Background: an optimization exercise with open tools, aiming at small area and a short achievable clock period. Do not read the settings as production practice.

Setup of JK:
==> flow/design.v (excerpt) <==
module muldiv_hilo (
  input  logic        clk,
  input  logic        reset,
  input  logic        start,
  input  logic [1:0]  op,
  input  logic        we,
  input  logic        hilo_wsel,
  input  logic        rd_sel,
  input  logic [31:0] A,
  input  logic [31:0] B,
  output logic        busy,
  output logic [31:0] result
);
  localparam int W = 34;
  localparam logic [7:0] STYLE = 8'h3A;
  localparam int HYB = 6;
  logic [3:0]  cnt_q;
  logic        hv_q, lv_q;   
  logic [31:0] hi_q, lo_q, m_q;
  logic        hx_q;         
  logic        bp_q;         
  logic        div_q, sgn_q, sa_q;
  assign busy = (cnt_q != 4'd0);
  wire sel_lo = rd_sel & lv_q;
  wire sel_hi = ~rd_sel & hv_q;
  assign result = ({32{sel_lo}} & lo_q) | ({32{sel_hi}} & hi_q);
  wire accept = start & ~busy;
  wire wr     = we & ~start & ~busy;
  logic [3:0] cnt_d;
  logic       div_d;
  logic       last, first, dabs, dstep, mstep;
  always_comb begin
    cnt_d = cnt_q;
    div_d = div_q;
    if (busy) cnt_d = cnt_q - 4'd1;
    else if (accept) begin
      cnt_d = op[1] ? 4'd10 : 4'd5;
      div_d = op[1];
    end
  end
  always_ff @(posedge clk) begin
    last  <= (cnt_d == 4'd1);
    first <= (cnt_d == (div_d ? 4'd9 : 4'd5));
    dabs  <= div_d & (cnt_d == 4'd10);
    dstep <= div_d & (cnt_d != 4'd1) & (cnt_d != 4'd10);
    mstep <= ~div_d & (cnt_d != 4'd1);
  end
  wire         sb    = sgn_q & m_q[31];
  wire [W-1:0] acc_x = {{(W-33){hx_q}}, hx_q, hi_q};
  wire [W-1:0] m_x   = {{(W-32){sb}}, m_q};
  wire [W-1:0] m_x2  = {m_x[W-2:0], 1'b0};
  wire [W-1:0] lo_x  = {{(W-32){1'b0}}, lo_q};
  logic [W-1:0] X [1:4];
  ...
For scale: roughly 1900 cells after synthesis, roughly 110 flip-flops, roughly 110 I/O pins.
clock: 110.0 ns
lec_check: 0
abc_area: 1
cap_margin: 20
core_margin: 2
core_utilization: 70
slew_margin: 20
standard.sh (not shown) runs the stock make flow with config.mk's settings and CLKGATE_MAP_FILE= SYNTH_SCRIPT=/design/flow/synth_recipe.tcl, a recipe that flattens the netlist after the stock synthesis.
==> flow/flow/run.sh <==
#!/bin/bash
# Own layout flow: the standard layout (standard synthesis unchanged), with
#  - the port buffers made as the smallest buffer cell instead of the default
#    choice,
#  - the timing repair steps asked to keep a setup margin, so that they also
#    work on the paths that set the period the design achieves, although
#    those meet the clock by a wide margin,
#  - after placement, the cells that synthesis upsized downsized wherever the
#    setup slack stays within that margin (flow/post_resize.tcl).
# Every tool's output goes to a log file in this folder; ORFS also keeps its
# per-step logs under orfs/logs.
set -euo pipefail
here=$(pwd)
export BUFFER_PORTS_ARGS="-buffer_cell sky130_fd_sc_hd__buf_1"
export SETUP_SLACK_MARGIN=65
export DS_MARGIN=65
export POST_RESIZE_TCL="$here/flow/post_resize.tcl"
bash standard.sh finish > flow_make.log 2>&1
test -s out/final.def
Other scripts of this flow, unchanged in this note and not shown: flow/flow/downsize.tcl, flow/flow/post_resize.tcl
## Diff of input files: MS against JK
diff --git a/flow/design.v b/flow/design.v
--- a/flow/design.v
+++ b/flow/design.v
@@ -4,25 +4,25 @@
   input  logic        start,
   input  logic [1:0]  op,
   input  logic        we,
   input  logic        hilo_wsel,
   input  logic        rd_sel,
   input  logic [31:0] A,
   input  logic [31:0] B,
   output logic        busy,
   output logic [31:0] result
 );
   localparam int W = 34;
   localparam logic [7:0] STYLE = 8'h3A;
-  localparam int HYB = 6;
+  localparam int HYB = 20;
   logic [3:0]  cnt_q;
   logic        hv_q, lv_q;   
   logic [31:0] hi_q, lo_q, m_q;
   logic        hx_q;         
   logic        bp_q;         
   logic        div_q, sgn_q, sa_q;
   assign busy = (cnt_q != 4'd0);
   wire sel_lo = rd_sel & lv_q;
   wire sel_hi = ~rd_sel & hv_q;
   assign result = ({32{sel_lo}} & lo_q) | ({32{sel_hi}} & hi_q);
   wire accept = start & ~busy;
   wire wr     = we & ~start & ~busy;
[summary]
MS vs. JK: routed wire length about even, final area went down 120 µm².
Of MS and JK, it is MS that has the higher clock-buffer cell count.
Post-synthesis instance area in MS vs JK: up 3.6%
The total met2 wirelength after detailed routing number comes out higher for MS vs JK.
Between JK and MS, the global-route wire length before repair figures differ only marginally.
Diff MS and JK: post-synthesis simple-gate area fraction higher in MS
NOTE: signed area change from the synthesized netlist to the final layout in MS falls short of that of JK
JK -> MS: CTS H-tree depth flat
JK → MS: core utilization saw a decrease; die area saw an increase; global-route usage saw a decrease.
No run of this note included a check of the RTL's function; only the layout flow was run.

========
run K:
The RTL this note starts from:
==> flow/design.v <==
module muldiv_hilo (
  input  logic        clk,
  input  logic        reset,
  input  logic        start,
  input  logic [1:0]  op,
  input  logic        we,
  input  logic        hilo_wsel,
  input  logic        rd_sel,
  input  logic [31:0] A,
  input  logic [31:0] B,
  output logic        busy,
  output logic [31:0] result
);
  localparam int W = 35;
  localparam logic [7:0] STYLE = 8'h0A;
  localparam int CSL = 18;
  logic [3:0]  cnt_q;
  logic        hv_q, lv_q;   
  logic [31:0] hi_q, lo_q, m_q;
  logic        hx_q;         
  logic        bp_q;         
  logic        div_q, sgn_q, sa_q;
  assign busy = (cnt_q != 4'd0);
  wire sel_lo = rd_sel & lv_q;
  wire sel_hi = ~rd_sel & hv_q;
  assign result = ({32{sel_lo}} & lo_q) | ({32{sel_hi}} & hi_q);
  wire accept = start & ~busy;
  wire wr     = we & ~start & ~busy;
  wire last   = (cnt_q == 4'd1);
  wire first  = (cnt_q == (div_q ? 4'd9 : 4'd5));   
  wire dabs   = div_q & (cnt_q == 4'd10);
  wire dstep  = div_q & ~last & ~dabs;
  wire mstep  = ~div_q & ~last;
  wire         sb    = sgn_q & m_q[31];
  wire [W-1:0] acc_x = {{(W-33){hx_q}}, hx_q, hi_q};
  wire [W-1:0] m_x   = {{(W-32){sb}}, m_q};
  wire [W-1:0] m_x2  = {m_x[W-2:0], 1'b0};
  wire [W-1:0] lo_x  = {{(W-32){1'b0}}, lo_q};
  logic [W-1:0] X [1:4];
  logic [W-1:0] Y [1:4];
  logic         N [1:4];
  logic [W-1:0] S [1:4];
  logic         x_d [1:4];    
  logic         x_m [1:4];    
  logic         y_1 [1:4];    
  logic         y_2 [1:4];    
  logic         y_a [1:4];    
  logic [W-1:0] alt [1:4];
  logic [W-1:0] prv [1:4];
  always_comb begin
    logic b2, b1, b0;
    for (int k = 1; k <= 4; k++) begin
      b2 = lo_q[2*k-1];
      b1 = lo_q[2*k-2];
      b0 = (k == 1) ? bp_q : lo_q[2*k-3];
      x_d[k] = dstep & ~(k == 1 & first);
      x_m[k] = (k == 1) ? (~dstep & ~first) : mstep;
      y_a[k] = 1'b0;
      alt[k] = lo_x;
      if (mstep) begin
        y_1[k] = b1 ^ b0;
        y_2[k] = (b2 & ~b1 & ~b0) | (~b2 & b1 & b0);
        N[k]   = b2 & ~(b1 & b0);
      end else if (dstep) begin
        y_1[k] = 1'b1;
        y_2[k] = 1'b0;
        N[k]   = 1'b0;   
      end else if (dabs) begin
        y_1[k] = 1'b0;
        y_2[k] = 1'b0;
        y_a[k] = (k == 3);
        N[k]   = (k == 3) & sa_q;
      end else begin
        y_1[k] = (k == 1) & (div_q ? hx_q : (~sgn_q & bp_q));
        y_2[k] = 1'b0;
        y_a[k] = (k == 2) | (k == 3 & div_q);
        N[k]   = (k == 1) ? (div_q & sb) :
                 (k == 2) ? (div_q & sa_q) :
                 (k == 3) ? (div_q & (sa_q ^ sb) & ~(lo_q[31] & lo_q[30])) : 1'b0;
      end
    end
    alt[2] = S[1];
    for (int k = 1; k <= 4; k++) begin
      prv[k] = (k == 1) ? (acc_x & {W{~first}}) : S[k-1];
      if (k == 1)
        X[k] = ({W{x_d[k]}} & {acc_x[W-2:0], lo_q[31]})
             | ({W{x_m[k]}} & acc_x)
             | {{(W-1){1'b0}}, dstep & first & lo_q[31]};
      else
        X[k] = ({W{x_d[k]}} & {S[k-1][W-2:0], lo_q[32-k]})
             | ({W{x_m[k]}} & {{2{S[k-1][W-1]}}, S[k-1][W-1:2]});
      if (dstep) N[k] = ~prv[k][W-1] ^ sb;
      Y[k] = ({W{y_1[k]}} & m_x) | ({W{y_2[k]}} & m_x2) | ({W{y_a[k]}} & alt[k]);
      if (STYLE[2*(k-1) +: 2] == 2'd1) begin
        S[k] = X[k] + (Y[k] ^ {W{N[k]}}) + {{(W-1){1'b0}}, N[k]};
      end else if (STYLE[2*(k-1) +: 2] == 2'd2) begin
        logic c, yy, p;
        c = N[k];
        for (int j = 0; j < W; j++) begin
          yy      = Y[k][j] ^ N[k];
          p       = X[k][j] ^ yy;
          S[k][j] = p ^ c;
          c       = p ? c : yy;
        end
      end else if (STYLE[2*(k-1) +: 2] == 2'd3) begin
        logic c, c0, c1, yy;
        logic [W-1:0] s0, s1;
        c = N[k];
        for (int j = 0; j < CSL; j++) begin
          yy      = Y[k][j] ^ N[k];
          S[k][j] = X[k][j] ^ yy ^ c;
          c       = (X[k][j] & yy) | (c & (X[k][j] ^ yy));
        end
        c0 = 1'b0;
        c1 = 1'b1;
        s0 = '0;
        s1 = '0;
        for (int j = CSL; j < W; j++) begin
          yy      = Y[k][j] ^ N[k];
          s0[j]   = X[k][j] ^ yy ^ c0;
          c0      = (X[k][j] & yy) | (c0 & (X[k][j] ^ yy));
          s1[j]   = X[k][j] ^ yy ^ c1;
          c1      = (X[k][j] & yy) | (c1 & (X[k][j] ^ yy));
        end
        for (int j = CSL; j < W; j++) S[k][j] = c ? s1[j] : s0[j];
      end else begin
        logic c, yy;
        c = N[k];
        for (int j = 0; j < W; j++) begin
          yy      = Y[k][j] ^ N[k];
          S[k][j] = X[k][j] ^ yy ^ c;
          c       = (X[k][j] & yy) | (c & (X[k][j] ^ yy));
        end
      end
    end
  end
  always_ff @(posedge clk or posedge reset) begin
    if (reset) begin
      cnt_q <= '0;
      hv_q  <= 1'b0;
      lv_q  <= 1'b0;
    end else begin
      if (busy) begin
        cnt_q <= cnt_q - 4'd1;
        if (last) begin
          hv_q <= 1'b1;
          lv_q <= 1'b1;
        end
      end else if (accept) begin
        cnt_q <= op[1] ? 4'd10 : 4'd5;
      end else if (wr) begin
        if (hilo_wsel) hv_q <= 1'b1;
        else           lv_q <= 1'b1;
      end
    end
  end
  always_ff @(posedge clk) begin
    if (busy) begin
      if (last) begin
        hi_q <= S[2][31:0];
        if (div_q) lo_q <= S[3][31:0];
      end else if (mstep) begin
        hi_q <= S[4][33:2];
        hx_q <= S[4][34];
        lo_q <= {S[4][1:0], S[3][1:0], S[2][1:0], S[1][1:0], lo_q[31:8]};
        bp_q <= lo_q[7];
      end else if (dstep) begin
        hi_q <= S[4][31:0];
        hx_q <= S[4][32];
        lo_q <= {lo_q[27:0], ~S[1][W-1], ~S[2][W-1], ~S[3][W-1], ~S[4][W-1]};
      end else begin
        lo_q <= S[3][31:0];
      end
    end else if (accept) begin
      lo_q  <= A;
      m_q   <= B;
      bp_q  <= 1'b0;
      div_q <= op[1];
      sgn_q <= op[0];
      sa_q  <= op[0] & A[31];
    end else if (wr) begin
      if (hilo_wsel) hi_q <= A;
      else           lo_q <= A;
    end
  end
endmodule
==> flow/config.mk <==
export PLATFORM = sky130hd
export DESIGN_NAME = muldiv_hilo
export DESIGN_NICKNAME = muldiv_hilo
export VERILOG_FILES = /design/flow/design.v
export SDC_FILE = /design/flow/constraint.sdc
export NUM_CORES = 4
export LEC_CHECK = 0
export ABC_AREA = 1
export CAP_MARGIN = 40
export CORE_MARGIN = 2
export CORE_UTILIZATION = 60
export SLEW_MARGIN = 40
==> flow/constraint.sdc <==
create_clock -name core_clock -period 110.0 [get_ports {clk}]
set_input_delay 22.0000 -clock core_clock [delete_from_list [all_inputs] [get_ports {clk}]]
set_output_delay 22.0000 -clock core_clock [all_outputs]
set_load 0.01 [all_outputs]
run.sh (not shown) runs the stock make flow with config.mk's settings and CLKGATE_MAP_FILE= SYNTH_SCRIPT=/design/flow/synth_recipe.tcl, a recipe that flattens the netlist after the stock synthesis.
Stock flow here: none of the scripts above is used.
## Diff of input files: run E against run K
diff --git a/flow/design.v b/flow/design.v
--- a/flow/design.v
+++ b/flow/design.v
@@ -9,13 +9,13 @@
   input  logic [31:0] A,
   input  logic [31:0] B,
   output logic        busy,
   output logic [31:0] result
 );
   localparam int W = 35;
-  localparam logic [7:0] STYLE = 8'h0A;
+  localparam logic [7:0] STYLE = 8'h8A;
   localparam int CSL = 18;
   logic [3:0]  cnt_q;
   logic        hv_q, lv_q;   
   logic [31:0] hi_q, lo_q, m_q;
   logic        hx_q;         
   logic        bp_q;         
Findings:
- Summary: with run K as the reference, wire length of the first global-routing pass in run E moved up by a few percent.
- Going from run K to run E, all-layer global routing usage has decreased; area of all placed cells without fillers has increased.
- Changes observed in run E relative to run K: sequential cell area fraction in the yosys report -1.1 points; count of H-tree levels built during CTS about even; transition time at the pin with the least slew margin moved down; cell count rose by about 10%.
- Looking at netlist area before placement, run E sits 5.2% higher than run K does.
Function was not checked in any run of this note: the RTL went through the layout flow alone.

port drivers added, routing unchanged:
How much do the figures lean on ideal ports? The routed layouts below were timed once more, with nothing changed but the port constraints.
Step 1: set_driving_cell puts a clkbuf_16 on clk and a buf_2 on each other input, an assumption about the parent block.
Step 2 times the ports against the registers' clock, not the clock port: input delays grow and output delays shrink by t, the midpoint of the rising clock arrivals with the driver on.
a / b / c = ideal / step 1 / step 2; a / b = the first two.
| run | t, ns | setup slack, ns | worst hold slack (ns) | slew at the worst register clock pin (ns) | worst slew at a driven data input, ns |
|---|---|---|---|---|---|
| JK | 0.418 | 65.066 / 65.043 / 65.043 | 0.474 / 0.474 / 0.474 | 0.09 / 0.09 | 0.04 |
| MS | 0.419 | 65.043 / 65.021 / 65.021 | 0.485 / 0.485 / 0.485 | 0.09 / 0.09 | 0.04 |
| run K | 0.418 | 62.522 / 62.522 / 62.522 | 0.457 / 0.457 / 0.457 | 0.08 / 0.08 | 0.04 |
| run E | 0.424 | 64.292 / 64.258 / 64.258 | 0.465 / 0.465 / 0.465 | 0.09 / 0.09 | 0.05 |
After both steps every run listed still meets setup and hold. For run E, which loses most, drivers alone change the setup slack by -0.034 ns; drivers and shift together by -0.034 ns.
